Source: an optimization exercise on an open RTL-to-GDS flow (aim: small area). Production flows keep margins and buffers that such runs may drop. Only simulation tests tie the RTL to the original design; equivalence was not proved. Power is estimated from default activity; no workload was simulated.

--- design/flow/design.v ---
`timescale 1ns / 1ps
package rrjs_pkg;
   localparam int MAX_JOBS_DEFAULT  = 16;
   localparam int TIME_BITS_DEFAULT = 16;
   localparam int SLOT_W  = 4;
   localparam int FIELD_W = 16;
   localparam int SLICE_W = 8;
   localparam int EVENT_W = 3;
   localparam logic [SLICE_W-1:0] SLICE_RESET = 8'd2;
   localparam logic [SLICE_W-1:0] SLICE_MAX   = 8'hFF;
   typedef enum logic [2:0] {
      PH_EMPTY = 3'd0,
      PH_READY = 3'd1,
      PH_RUN   = 3'd2,
      PH_IO    = 3'd3,
      PH_DONE  = 3'd4
   } phase_type;
   typedef enum logic [EVENT_W-1:0] {
      EV_ADMIT  = 3'd0,
      EV_REJECT = 3'd1,
      EV_IDLE   = 3'd2,
      EV_RAN    = 3'd3,
      EV_FINISH = 3'd4,
      EV_TOIO   = 3'd5,
      EV_EXPIRE = 3'd6
   } event_type;
   typedef struct packed {
      logic capture;
      logic arrive;
      logic io_step;
      logic run;
      logic count;
      logic publish;
   } cmd_type;
   typedef struct packed {
      logic req_valid;
      logic req_tick;
      logic io_more;
      logic rsp_busy;
   } status_type;
endpackage
`timescale 1ns / 1ps
import rrjs_pkg::*;
module round_robin_job_scheduler (
   input  logic        clock,
   input  logic        reset,
   input  logic        req_valid,
   output logic        req_ready,
   input  logic        req_action,
   input  logic [3:0]  req_arrive_job,
   input  logic [15:0] req_burst_length,
   input  logic [15:0] req_io_complete_mask,
   input  logic        req_needs_io,
   output logic        rsp_valid,
   input  logic        rsp_ready,
   output logic [2:0]  rsp_event_res,
   output logic [3:0]  rsp_job_slot,
   output logic [15:0] rsp_remaining_after,
   output logic [15:0] rsp_tick_now,
   output logic [15:0] rsp_first_start,
   output logic [15:0] rsp_finish_tick,
   output logic [15:0] rsp_running_ticks,
   output logic [15:0] rsp_ready_ticks,
   output logic [15:0] rsp_waiting_io_ticks,
   output logic        rsp_all_done,
   input  logic        csr_valid,
   output logic        csr_ready,
   input  logic [7:0]  csr_data
);
   localparam logic [1:0] PH_EMPTY = 2'd0;
   localparam logic [1:0] PH_RDY   = 2'd1;
   localparam logic [1:0] PH_WIO   = 2'd2;
   localparam logic [1:0] PH_FIN   = 2'd3;
   localparam logic [2:0] S_CLEAR = 3'd0;
   localparam logic [2:0] S_IDLE  = 3'd1;
   localparam logic [2:0] S_PASS  = 3'd2;
   localparam logic [2:0] S_ACC   = 3'd3;
   localparam logic [2:0] S_RSP   = 3'd4;
   localparam int EW = 86;
   logic [EW-1:0] ring [16];
   logic [3:0]    ptr;
   logic [2:0]    st;
   logic [3:0]    cnt;
   logic [4:0]    rcount, iocount, kret;
   logic          run_valid;
   logic [7:0]    slice, tslice;
   logic [15:0]   tick;
   logic [2:0]    ev;
   logic [3:0]    oslot;
   logic [15:0]   o_a, o_s, o_r, o_q, o_w;
   logic [1:0]  ph;
   logic [3:0]  pos;
   logic [15:0] fa, fs, fr, fq, fw;
   assign {ph, pos, fa, fs, fr, fq, fw} = ring[0];
   logic is_empty, is_rdy, is_wio, is_run;
   assign is_empty = (ph == PH_EMPTY);
   assign is_rdy   = (ph == PH_RDY);
   assign is_wio   = (ph == PH_WIO);
   assign is_run   = (ph == PH_FIN) && pos[0];
   logic [4:0]  pc_p;
   logic [15:0] pc_v;
   logic [4:0]  pc;
   always_comb begin
      pc_p = (st == S_PASS) ? {1'b0, pos} : iocount;
      for (int j = 0; j < 16; j++) pc_v[j] = req_io_complete_mask[j] && (5'(j) < pc_p);
      pc = '0;
      for (int j = 0; j < 16; j++) pc = pc + 5'(pc_v[j]);
   end
   logic        pass, disp, ret, head, running, fin, nio, expire, admit;
   logic [4:0]  base;
   logic [7:0]  slice_inc;
   logic [15:0] a_dec;
   logic [1:0]  n_ph;
   logic [3:0]  n_pos;
   logic [15:0] n_a, n_s, n_r, n_q, n_w;
   logic        n_rdy, n_wio;
   logic        cap;
   logic [2:0]  cap_ev;
   assign pass      = (st == S_PASS);
   assign disp      = !run_valid && ((rcount != '0) || (kret != '0));
   assign base      = rcount - 5'(disp);
   assign ret       = is_wio && req_io_complete_mask[pos];
   assign head      = disp && ((is_rdy && pos == '0) || (ret && rcount == '0 && pc == '0));
   assign running   = is_run || head;
   assign a_dec     = fa - 16'd1;
   assign fin       = (fa == 16'd1);
   assign nio       = req_needs_io;
   assign slice_inc = (head ? 8'd0 : slice) + 8'd1;
   assign expire    = slice_inc >= tslice;
   assign admit     = (ptr == req_arrive_job) && is_empty && (req_burst_length != '0);
   always_comb begin
      n_ph  = ph;
      n_pos = pos;
      n_a   = fa;
      n_s   = fs;
      n_r   = fr;
      n_rdy = 1'b0;
      n_wio = 1'b0;
      cap    = 1'b0;
      cap_ev = EV_RAN;
      if (pass && !req_action) begin
         if (admit) begin
            n_ph  = PH_RDY;
            n_pos = rcount[3:0];
            n_a   = req_burst_length;
            n_s   = '0;
            n_r   = '0;
            cap    = 1'b1;
            cap_ev = EV_ADMIT;
         end
      end else if (pass) begin
         if (running) begin
            cap = 1'b1;
            n_r = fr + 16'd1;
            if (head && fr == '0) n_s = tick;
            if (fin) begin
               n_ph   = PH_FIN;
               n_pos  = 4'd0;
               n_a    = tick;
               cap_ev = EV_FINISH;
            end else begin
               n_a = a_dec;
               if (nio) begin
                  n_ph   = PH_WIO;
                  n_pos  = iocount[3:0] - kret[3:0];
                  n_wio  = 1'b1;
                  cap_ev = EV_TOIO;
               end else if (expire) begin
                  n_ph   = PH_RDY;
                  n_pos  = base[3:0] + kret[3:0];
                  n_rdy  = 1'b1;
                  cap_ev = EV_EXPIRE;
               end else begin
                  n_ph   = PH_FIN;
                  n_pos  = 4'd1;
                  cap_ev = EV_RAN;
               end
            end
         end else if (is_rdy) begin
            n_pos = pos - 4'(disp);
            n_rdy = 1'b1;
         end else if (ret) begin
            n_ph  = PH_RDY;
            n_pos = base[3:0] + pc[3:0];
            n_rdy = 1'b1;
         end else if (is_wio) begin
            n_pos = pos - pc[3:0];
            n_wio = 1'b1;
         end
      end
      n_q = fq;
      n_w = fw;
      if (pass && !req_action && admit) begin
         n_q = '0;
         n_w = '0;
      end else begin
         if (n_rdy && !(&fq)) n_q = fq + 16'd1;
         if (n_wio && !(&fw)) n_w = fw + 16'd1;
      end
      if (reset || st == S_CLEAR) n_ph = PH_EMPTY;
   end
   always_ff @(posedge clock) begin
      for (int i = 0; i < 15; i++) ring[i] <= ring[i+1];
      ring[15] <= {n_ph, n_pos, n_a, n_s, n_r, n_q, n_w};
      ptr <= ptr + 4'd1;
   end
   always_ff @(posedge clock) begin
      if (reset) begin
         st        <= S_CLEAR;
         cnt       <= '0;
         rcount    <= '0;
         iocount   <= '0;
         run_valid <= 1'b0;
         tick      <= '0;
         tslice    <= SLICE_RESET;
      end else begin
         if (csr_valid) tslice <= csr_data;
         case (st)
            S_CLEAR: begin
               cnt <= cnt + 4'd1;
               if (cnt == 4'd15) st <= S_IDLE;
            end
            S_IDLE: begin
               if (req_valid) st <= S_PASS;
            end
            S_PASS: begin
               cnt <= cnt + 4'd1;
               if (cnt == 4'd15) st <= S_ACC;
            end
            S_ACC: begin
               if (req_action) begin
                  rcount    <= rcount + kret - 5'(disp) + 5'(ev == EV_EXPIRE);
                  iocount   <= iocount - kret + 5'(ev == EV_TOIO);
                  run_valid <= (ev == EV_RAN);
               end else begin
                  rcount    <= rcount + 5'(ev == EV_ADMIT);
               end
               st <= S_RSP;
            end
            S_RSP: begin
               if (rsp_ready) begin
                  st <= S_IDLE;
                  if (ev[2] || ev[1]) begin
                     if (!(&tick)) tick <= tick + 16'd1;
                  end
               end
            end
            default: st <= S_IDLE;
         endcase
      end
   end
   always_ff @(posedge clock) begin
      if (st == S_IDLE) begin
         kret  <= pc;
         ev    <= req_action ? EV_IDLE : EV_REJECT;
         oslot <= req_action ? 4'd0 : req_arrive_job;
      end
      if (cap && req_action) slice <= slice_inc;
      if (cap) begin
         ev    <= cap_ev;
         oslot <= ptr;
         o_a   <= n_a;
         o_s   <= n_s;
         o_r   <= n_r;
         o_q   <= n_q;
         o_w   <= n_w;
      end
   end
   logic g_job, g_fin;
   assign g_job = !(ev == EV_REJECT || ev == EV_IDLE);
   assign g_fin = (ev == EV_FINISH);
   assign req_ready            = (st == S_ACC);
   assign rsp_valid            = (st == S_RSP);
   assign rsp_event_res        = ev;
   assign rsp_job_slot         = oslot;
   assign rsp_remaining_after  = (g_job && !g_fin) ? o_a : '0;
   assign rsp_finish_tick      = g_fin ? o_a : '0;
   assign rsp_tick_now         = tick;
   assign rsp_first_start      = g_job ? o_s : '0;
   assign rsp_running_ticks    = g_job ? o_r : '0;
   assign rsp_ready_ticks      = g_job ? o_q : '0;
   assign rsp_waiting_io_ticks = g_job ? o_w : '0;
   assign rsp_all_done         = (rcount == '0) && (iocount == '0) && !run_valid;
   assign csr_ready            = 1'b1;
endmodule
--- design/flow/run.sh ---
#!/bin/bash
# synth_recipe.tcl (not shown) runs the flow's synth.tcl, then flattens the netlist and writes it again
# the make line also repeats each setting of config.mk as NAME=value (left out here)
make -C /OpenROAD-flow-scripts/flow DESIGN_CONFIG=/design/flow/config.mk WORK_HOME=/design/flow/orfs CLKGATE_MAP_FILE= SYNTH_SCRIPT=/design/flow/synth_recipe.tcl finish
--- design/flow/config.mk ---
export PLATFORM = sky130hd
export DESIGN_NAME = round_robin_job_scheduler
export DESIGN_NICKNAME = round_robin_job_scheduler
export VERILOG_FILES = /design/flow/design.v
export SDC_FILE = /design/flow/constraint.sdc
export NUM_CORES = 4
export LEC_CHECK = 0
export CAP_MARGIN = 20
export CORE_MARGIN = 2
export CORE_UTILIZATION = 60
export PLACE_DENSITY = 0.7
export SLEW_MARGIN = 20
--- design/flow/constraint.sdc ---
create_clock -name core_clock -period 10.0 [get_ports {clock}]
set_input_delay 2.0000 -clock core_clock [delete_from_list [all_inputs] [get_ports {clock}]]
set_output_delay 2.0000 -clock core_clock [all_outputs]
set_load 0.01 [all_outputs]
==> results.cfg <==
[cts]
cts_inserted_buffers = 134
ctsResizeCount = 0
post-cts-setup-buffers = 0
cts_root_buf = clkbuf_16
cts_sinks = 1522
cts_tree = built
clk_latency_ps = 720
htreeDepth = 4
hold_buffers = 0
clk_path_buf_depth = 3
path_clk_slew_ps = 70

[synthesis]
syn_area_sq_mm = 0.0384
syn_nets = 2712
synth_warnings = 2
synth_edf_count = 100
seq_area_frac_synth_pct = 81.9
async_flop_share_pct = 0
synth_area_per_cell_sq_um = 14.8
syn_inst = 2590
ys.flop_type = dfxtp_1
synth_cell_types = 83
synth-seq-cells = 1522

[global_route]
grt_pass1_wl_mm = 110
grt_pass1_vias = 19600
grt_max_degree = 66
grt_usage_pct = 21.7
antenna_found_initial = 6
overflow = 0

[worst_setup_path]
reg2reg_slack_ps = 820
r2r_end = o_q[12]
slowest_delay_ps = 540
cp-end-kind = register
r2r-start = st[0]
start_kind = register
r2r_cells = 35
path_buf_inv = 5
required_ps = 10490
critical_path.most_common_cell = fa_1
crit_slowest_cell = a21oi_1
timing_worst_setup_path_type = register to register
crit_fanout = 11
arrival_ps = 9670
cpLargestDelayFamily = adder cells

[floorplan]
initial_utilization_pct = 60.8
num_io_pins = 174
die_w_microns = 257
die_area_sq_mm = 0.0661
rows = 92
dieHeight_microns = 257
core_sq_mm = 0.0632

[placement]
dpl.hpwl_mm = 43.0
dpl_worst_slack_ps = 289
portBuffers = 172
place_congestion = 0.844

[run_status]
status = no timing/DRC/antenna violations

[sta]
min_period_ps = 9180
layout_setup_ws_ps = 823
clock.fmax_ghz = 0.109
rsz0062_at_grt = false
relSlewSlack_pct = 25.5
hold_viol_final = 0
setup_viol = 0
fin_crit_sh_pct = 91.8
worst_pin_slew_ps = 1110
clock_skew_ps = 42.6
setup_tns_ps = 0
slew_violations = 0

[finish]
nets = 2985
area_delta_synth_final_pct = 18.6
drive_above_1_share_pct = 10.3
nFillCells = 3937

[route]
totalWireLength_mm = 70.5
firstDrtPassIters = 5
drt-initial-drc-count = 1032
route.detailed.drc = 0
via_per_inst = 4.88
routedWlPerCell_microns = 18.5
vias = 18700
ant_nets = 0

[min_path]
hold_path_end = ring[5][31]
hold_path.class = register to register
holdPathStages = 0
hold_start = ring[6][31]

[pwr]
p_per_area_mw_per_mm2 = 248
irDropWorstVdd_mv = 0.209
leakagePower_nw = 18.0
power_mw = 11.3

[run]
cap_violations = 0
[report_power, final]
| part | switching [mW] | leakage [nW] | total, mW | internal, mW |
|---|---|---|---|---|
| clock network | 2.20 | 2.22 | 5.08 | 2.87 |
| logic | 0.0433 | 3.44 | 0.0850 | 0.0417 |
| registers | 0.0122 | 12.3 | 6.15 | 6.14 |
| total | 2.26 | 18.0 | 11.3 | 9.06 |
[sequential cells by signal, indices dropped and copies added (netlist names)]
register,flops
cnt,4
ev,3
iocount,5
kret,5
o_a,16
o_q,16
o_r,16
o_s,16
o_w,16
oslot,4
ptr,4
rcount,5
ring,1376
run_valid,1
slice,8
st,3
tick,16
tslice,8
[cells in the mapped netlist, types with 5 or more instances]
| master | n | area [sq um] |
|---|---|---|
| a211oi_1 | 6 | 45.0 |
| a21o_1 | 12 | 90.1 |
| a21oi_1 | 51 | 255 |
| a22o_1 | 6 | 52.6 |
| a22oi_1 | 5 | 37.5 |
| a31oi_1 | 8 | 50.1 |
| and2_1 | 44 | 275 |
| and3_1 | 18 | 113 |
| and4_1 | 7 | 61.3 |
| buf_2 | 8 | 40.0 |
| clkbuf_1 | 34 | 128 |
| dfxtp_1 | 1422 | 28500 |
| edfxtp_1 | 100 | 3000 |
| fa_1 | 18 | 360 |
| ha_1 | 53 | 663 |
| inv_1 | 73 | 274 |
| mux2i_1 | 28 | 280 |
| nand2_1 | 122 | 458 |
| nand2_2 | 8 | 50.1 |
| nand2b_1 | 11 | 68.8 |
| nand3_1 | 44 | 220 |
| nand4_1 | 26 | 163 |
| nor2_1 | 102 | 383 |
| nor2b_1 | 76 | 475 |
| nor3_1 | 15 | 75.1 |
| nor3b_1 | 5 | 37.5 |
| nor4_1 | 12 | 75.1 |
| o211ai_1 | 10 | 75.1 |
| o21ai_0 | 66 | 330 |
| o21ai_2 | 13 | 114 |
| o221a_2 | 12 | 135 |
| o31ai_1 | 9 | 67.6 |
| or3_1 | 8 | 50.1 |
| xnor2_1 | 44 | 385 |
| xor2_1 | 31 | 272 |
[worst max path at each step]
stage	from	endpoint	slack, ps	cells past startpoint
5_1_grt	st[0]	o_q[12]	50	35
3_5_place_dp	req_io_complete_mask[0]	o_q[9]	290	33
6_report	st[0]	o_q[12]	820	35
3_3_place_gp	req_io_complete_mask[0]	o_q[9]	460	33
2_1_floorplan	req_io_complete_mask[0]	o_q[9]	1370	32
4_1_cts	st[0]	o_q[12]	940	36
[kinds of logic (layout without fill, tap and decap cells)]
| kind of cell | Yosys count | count (layout) | synth area share [%] |
|---|---|---|---|
| buffers and inverters | 127 | 506 | 1.51 |
| muxes | 29 | 29 | 0.759 |
| and+or+nand+nor | 522 | 522 | 7.05 |
| other | 1 | 8 | 0.00976 |
| adders and majority gates | 71 | 71 | 2.66 |
| xor gates and xnor gates | 75 | 75 | 1.71 |
| DFF | 1522 | 1522 | 81.9 |
| AOI/OAI and AO/OA | 243 | 243 | 4.40 |
[per-stage QoR]
step	utilization [%]	hold WS [ps]	instance area, sq um	std cells
floorplan	-	310	38400	2590
global placement	65.0	310	41100	3573
detailed placement	65.0	312	41100	3573
CTS	72.1	312	45600	3815
global route	72.1	310	45600	3815
finish	72.1	309	45600	3822
[per-layer routing]
layer | vias up | track usage [%] | share of wire (%)
met1 | 8921 | 29.7 | 46
met5 | - | 0 | 0.026
met3 | 124 | 4.99 | 5.4
met2 | 477 | 34.2 | 46
li1 | 9134 | - | -
met4 | 2 | 7.91 | 2.4
[final cells by class]
class                      count  area [sq um]  share of cell area, %
sequential                  1522         31500                   69.0
multi-input combinational    941          6410                   14.1
clock buffer                 185          3910                   8.57
timing repair buffer         191          1890                   4.15
tap                          846          1060                   2.32
clock inverter                57           552                   1.21
inverter                      73           274                  0.601
antenna                        7          17.5                 0.0384
[cells in the final DEF (no fill, tap or decap), drive strengths merged, types with 7 or more instances in the layout]
master         count
a31oi              8
nand2b            11
buf               19
nand4             26
xnor2             44
xor2              31
ha                53
nand2            130
o21ai             81
o31ai              9
o211ai            10
nor3              15
o221a             12
and3              21
nor4              13
clkdlybuf4s50    172
nand3             45
mux2i             28
clkinv            40
diode              7
dfxtp           1422
and2              46
clkbuf           185
a21o              12
nor2             105
inv               84
edfxtp           100
nor2b             76
a21oi             54
and4               7
fa                18
or3                8

-- port drivers added, routing unchanged --
How much do the figures lean on ideal ports? The routed layout below was timed once more, with nothing changed but the port constraints. Step 1 assumes that a clkbuf_16 drives the clock port and a buf_2 every other input. Step 2 adds t to the input delays and takes it off the output delays; t is the mean of the earliest and latest rising clock arrival at the registers after step 1. Input paths then give back, and output paths get back, about the clock's delay inside the block. Slacks: ideal / step 1 / step 2; pairs: ideal / step 1.
shift t [ns]: 0.765
slack for setup (ns): 0.823 / 0.823 / 0.197
worst setup path at the end: input to register
slew at the worst register clock pin (ns): 0.07 / 0.07
pins driven straight from the clock port: 1
After both steps this run still meets setup and hold. The setup slack of this run moves by 0.000 ns with the drivers and by -0.626 ns with both steps.
